Source: an optimization exercise on an open RTL-to-GDS flow (aim: small area). Production flows keep margins and buffers that such runs may drop.

==> flow/design.v <==
package id_stage_pkg;
  localparam int DW      = 32;
  localparam int REG_CNT = 32;
  localparam int RW      = $clog2(REG_CNT);
  localparam logic [31:0] NOP = 32'h0;
  localparam int OP_LSB = 26;
  localparam int RS_LSB = 21;
  localparam int RT_LSB = 16;
  localparam int RD_LSB = 11;
  localparam logic [5:0] OP_ADD  = 6'b000001;
  localparam logic [5:0] OP_SUB  = 6'b000011;
  localparam logic [5:0] OP_AND  = 6'b000101;
  localparam logic [5:0] OP_OR   = 6'b000110;
  localparam logic [5:0] OP_NOR  = 6'b000111;
  localparam logic [5:0] OP_XOR  = 6'b001000;
  localparam logic [5:0] OP_SLA  = 6'b001001;
  localparam logic [5:0] OP_SLL  = 6'b001010;
  localparam logic [5:0] OP_SRA  = 6'b001011;
  localparam logic [5:0] OP_SRL  = 6'b001100;
  localparam logic [5:0] OP_ADDI = 6'b100000;
  localparam logic [5:0] OP_SUBI = 6'b100001;
  localparam logic [5:0] OP_LD   = 6'b100100;
  localparam logic [5:0] OP_ST   = 6'b100101;
  localparam logic [5:0] OP_BEZ  = 6'b101000;
  localparam logic [5:0] OP_BNE  = 6'b101001;
  localparam logic [5:0] OP_JMP  = 6'b101010;
  localparam logic [3:0] ALU_ADD = 4'b0001;
  localparam logic [3:0] ALU_SUB = 4'b0011;
  typedef struct packed {
    logic [DW-1:0] pc;
    logic [3:0]    alu_cmd;
    logic [DW-1:0] val1;
    logic [DW-1:0] val2;
    logic [DW-1:0] st_val;
    logic [RW-1:0] dest;
    logic          wb_en;
    logic          mem_r;
    logic          mem_w;
  } id_ex_t;
  function automatic logic [DW-1:0] sext16(input logic [15:0] v);
    sext16 = {{(DW-16){v[15]}}, v};
  endfunction
endpackage
module id_stage_reg_file #(
  parameter  int REG_CNT = 32,
  parameter  int DW      = 32,
  localparam int AW      = $clog2(REG_CNT)
) (
  input  logic          clk,
  input  logic          rst,
  input  logic [AW-1:0] ra1,
  input  logic [AW-1:0] ra2,
  output logic [DW-1:0] rd1,
  output logic [DW-1:0] rd2,
  input  logic          we,
  input  logic [AW-1:0] wa,
  input  logic [DW-1:0] wd
);
  logic [REG_CNT-1:1][DW-1:0] regs;
  logic [REG_CNT-1:1]         vld;
  logic [REG_CNT-1:1]         wsel;
  always_comb begin
    for (int i = 1; i < REG_CNT; i++) wsel[i] = we && (wa == AW'(i));
  end
  always_ff @(posedge clk) begin
    for (int i = 1; i < REG_CNT; i++)
      if (wsel[i]) regs[i] <= wd;
  end
  always_ff @(posedge clk or posedge rst) begin
    if (rst) vld <= '0;
    else     vld <= vld | wsel;
  end
  id_stage_rd_port #(.REG_CNT(REG_CNT), .DW(DW)) u_rd1 (
    .ra(ra1), .we(we), .wa(wa), .wd(wd), .vld(vld), .regs(regs), .rd(rd1)
  );
  id_stage_rd_port #(.REG_CNT(REG_CNT), .DW(DW)) u_rd2 (
    .ra(ra2), .we(we), .wa(wa), .wd(wd), .vld(vld), .regs(regs), .rd(rd2)
  );
endmodule
module id_stage_rd_port #(
  parameter  int REG_CNT = 32,
  parameter  int DW      = 32,
  localparam int AW      = $clog2(REG_CNT)
) (
  input  logic [AW-1:0]              ra,
  input  logic                       we,
  input  logic [AW-1:0]              wa,
  input  logic [DW-1:0]              wd,
  input  logic [REG_CNT-1:1]         vld,
  input  logic [REG_CNT-1:1][DW-1:0] regs,
  output logic [DW-1:0]              rd
);
  logic [REG_CNT-1:0] sel;
  id_stage_rd_dec #(.REG_CNT(REG_CNT)) u_dec (
    .ra(ra), .we(we), .wa(wa), .vld(vld), .sel(sel)
  );
  for (genvar b = 0; b < DW; b++) begin : g_bit
    logic [REG_CNT-1:0] src;
    always_comb begin
      src[0] = wd[b];
      for (int i = 1; i < REG_CNT; i++) src[i] = regs[i][b];
    end
    id_stage_ao_n #(.N(REG_CNT)) u_ao (.sel(sel), .src(src), .y(rd[b]));
  end
endmodule
module id_stage_rd_dec #(
  parameter  int REG_CNT = 32,
  localparam int AW      = $clog2(REG_CNT)
) (
  input  logic [AW-1:0]      ra,
  input  logic               we,
  input  logic [AW-1:0]      wa,
  input  logic [REG_CNT-1:1] vld,
  output logic [REG_CNT-1:0] sel
);
  localparam int LW = 2;
  localparam int HW = AW - LW;
  logic              hit;
  logic [2**LW-1:0]  lo;
  logic [2**HW-1:0]  hi;
  assign hit = we && (wa == ra) && (ra != '0);
  always_comb begin
    for (int j = 0; j < 2**LW; j++) lo[j] = (ra[LW-1:0] == LW'(j));
    for (int j = 0; j < 2**HW; j++) hi[j] = (ra[AW-1:LW] == HW'(j)) && !hit;
  end
  assign sel[0] = hit;
  for (genvar i = 1; i < REG_CNT; i++) begin : g_sel
    id_stage_and3 u_and (.a(lo[i % 2**LW]), .b(hi[i / 2**LW]), .c(vld[i]), .y(sel[i]));
  end
endmodule
module id_stage_and3 (
  input  logic a,
  input  logic b,
  input  logic c,
  output logic y
);
  assign y = a & b & c;
endmodule
module id_stage_ao_n #(
  parameter int N = 32
) (
  input  logic [N-1:0] sel,
  input  logic [N-1:0] src,
  output logic         y
);
  localparam int G = (N + 2) / 3;
  logic [G-1:0] n;
  for (genvar g = 0; g < G; g++) begin : g_grp
    if (3*g + 3 <= N) begin : g_full
      id_stage_aoi3 u_aoi (.s(sel[3*g +: 3]), .d(src[3*g +: 3]), .y(n[g]));
    end else begin : g_part
      assign n[g] = ~|(sel[N-1:3*g] & src[N-1:3*g]);
    end
  end
  assign y = ~&n;
endmodule
module id_stage_aoi3 (
  input  logic [2:0] s,
  input  logic [2:0] d,
  output logic       y
);
  assign y = ~|(s & d);
endmodule
import id_stage_pkg::*;
module id_stage (
  input  logic          clk,
  input  logic          rst,
  input  logic [DW-1:0] pc_in,
  input  logic [DW-1:0] instr_in,
  input  logic          wb_en,
  input  logic [RW-1:0] wb_dest,
  input  logic [DW-1:0] wb_val,
  input  logic          exe_wb_en,
  input  logic [RW-1:0] exe_dest,
  input  logic          mem_wb_en,
  input  logic [RW-1:0] mem_dest,
  output logic          freez,
  output logic          br_taken,
  output logic [DW-1:0] br_addr,
  output logic [DW-1:0] pc_out,
  output logic [3:0]    alu_cmd,
  output logic [DW-1:0] val1,
  output logic [DW-1:0] val2,
  output logic [DW-1:0] st_val,
  output logic [RW-1:0] dest,
  output logic          wb_en_out,
  output logic          mem_r,
  output logic          mem_w
);
  logic [5:0]    op;
  logic [RW-1:0] rs, rt, rd;
  logic [DW-1:0] imm, rv1, rv2;
  logic          is_r, is_ai, is_ld, is_st;
  logic          is_bez, is_bne, is_jmp;
  logic          use1, use2, br_cond;
  logic          haz1, haz2;
  id_stage_pkg::id_ex_t d, q;
  assign op  = instr_in[OP_LSB +: 6];
  assign rs  = instr_in[RS_LSB +: RW];
  assign rt  = instr_in[RT_LSB +: RW];
  assign rd  = instr_in[RD_LSB +: RW];
  assign imm = {{(DW-16){instr_in[15]}}, instr_in[15:0]};
  id_stage_reg_file #(
    .REG_CNT(REG_CNT),
    .DW     (DW)
  ) u_rf (
    .clk(clk),
    .rst(rst),
    .ra1(rs),
    .ra2(rt),
    .rd1(rv1),
    .rd2(rv2),
    .we (wb_en),
    .wa (wb_dest),
    .wd (wb_val)
  );
  always_comb begin
    is_r   = (op == OP_ADD) || (op == OP_SUB) || (op == OP_AND) ||
             (op == OP_OR)  || (op == OP_NOR) || (op == OP_XOR) ||
             (op == OP_SLA) || (op == OP_SLL) || (op == OP_SRA) ||
             (op == OP_SRL);
    is_ai  = (op == OP_ADDI) || (op == OP_SUBI);
    is_ld  = (op == OP_LD);
    is_st  = (op == OP_ST);
    is_bez = (op == OP_BEZ);
    is_bne = (op == OP_BNE);
    is_jmp = (op == OP_JMP);
    d       = '0;
    use1    = 1'b0;
    use2    = 1'b0;
    br_cond = 1'b0;
    unique case (1'b1)
      is_r: begin
        use1      = 1'b1;
        use2      = 1'b1;
        d.alu_cmd = op[3:0];
        d.pc      = pc_in;
        d.val1    = rv1;
        d.val2    = rv2;
        d.dest    = rd;
        d.wb_en   = 1'b1;
      end
      is_ai, is_ld: begin
        use1      = 1'b1;
        d.alu_cmd = (op == OP_SUBI) ? ALU_SUB : ALU_ADD;
        d.pc      = pc_in;
        d.val1    = rv1;
        d.val2    = imm;
        d.dest    = rt;
        d.wb_en   = 1'b1;
        d.mem_r   = is_ld;
      end
      is_st: begin
        use1      = 1'b1;
        use2      = 1'b1;
        d.alu_cmd = ALU_ADD;
        d.pc      = pc_in;
        d.val1    = rv1;
        d.val2    = imm;
        d.st_val  = rv2;
        d.mem_w   = 1'b1;
      end
      is_bez: begin
        use1    = 1'b1;
        br_cond = (rv1 == '0);
      end
      is_bne: begin
        use1    = 1'b1;
        use2    = 1'b1;
        br_cond = (rv1 != rv2);
      end
      is_jmp: br_cond = 1'b1;
      default: ;
    endcase
  end
  assign haz1 = (rs != '0) &&
                ((exe_wb_en && rs == exe_dest) ||
                 (mem_wb_en && rs == mem_dest));
  assign haz2 = (rt != '0) &&
                ((exe_wb_en && rt == exe_dest) ||
                 (mem_wb_en && rt == mem_dest));
  assign freez = (use1 && haz1) || (use2 && haz2);
  assign br_taken = br_cond && !freez;
  assign br_addr  = pc_in + {imm[DW-3:0], 2'b00};
  always_ff @(posedge clk or posedge rst) begin
    if (rst)        q <= '0;
    else if (freez) q <= '0;
    else            q <= d;
  end
  assign pc_out    = q.pc;
  assign alu_cmd   = q.alu_cmd;
  assign val1      = q.val1;
  assign val2      = q.val2;
  assign st_val    = q.st_val;
  assign dest      = q.dest;
  assign wb_en_out = q.wb_en;
  assign mem_r     = q.mem_r;
  assign mem_w     = q.mem_w;
endmodule
==> flow/config.mk <==
export PLATFORM = sky130hd
export DESIGN_NAME = id_stage
export DESIGN_NICKNAME = id_stage
export VERILOG_FILES = /design/flow/design.v
export SDC_FILE = /design/flow/constraint.sdc
export NUM_CORES = 4
export LEC_CHECK = 0
export CAP_MARGIN = 0
export CORE_MARGIN = 2
export CORE_UTILIZATION = 40
export SETUP_SLACK_MARGIN = 0.2
export SLEW_MARGIN = 0
export SYNTH_HIERARCHICAL = 1
export SYNTH_MINIMUM_KEEP_SIZE = 0
==> flow/constraint.sdc <==
create_clock -name core_clock -period 9.0 [get_ports {clk}]
set_input_delay 1.8000 -clock core_clock [delete_from_list [all_inputs] [get_ports {clk}]]
set_output_delay 1.8000 -clock core_clock [all_outputs]
set_load 0.01 [all_outputs]
run.sh (not shown) runs the stock make flow with config.mk's settings and CLKGATE_MAP_FILE= SYNTH_SCRIPT=/design/flow/synth_recipe.tcl, a recipe that flattens the netlist after the stock synthesis.
The starting point completed without violations.
Rerun with:
Settings changed: CAP_MARGIN 0 to 20, GPL_TIMING_DRIVEN set to 0, SLEW_MARGIN 0 to 20.
Worst hold slack improved by 0.011 ns.
Clock-buffer cell count grows by 17.
Final cell count shrinks by 6.1%.
Function was not checked in any run of this note: the RTL went through the layout flow alone.

==> separate check: timing with driven ports <==
The results above use ideal ports. As a check the final layouts listed here were re-extracted and re-timed, cells and wires unchanged.
Step 1, drivers: a clkbuf_16 drives clk and a buf_2 each remaining input, both assumed.
Step 2 moves the port delays by t, midway between the first and last clock arrival at a register: inputs arrive t later, outputs are due t later. That takes back most of the time a late clock gives input paths.
Three values: ideal, step 1, step 2; two values: the first two.
run | shift t [ns] | setup WS [ns] | worst hold slack (ns)
the first run | 0.789 | 0.376 / 0.325 / 0.325 | 0.498 / 0.498 / 0.498
the second run | 0.783 | 0.305 / 0.281 / 0.281 | 0.509 / 0.509 / 0.509
After both steps setup and hold are still met in every run listed. For the first run, which loses most, drivers alone change the setup slack by -0.051 ns; drivers and shift together by -0.051 ns.
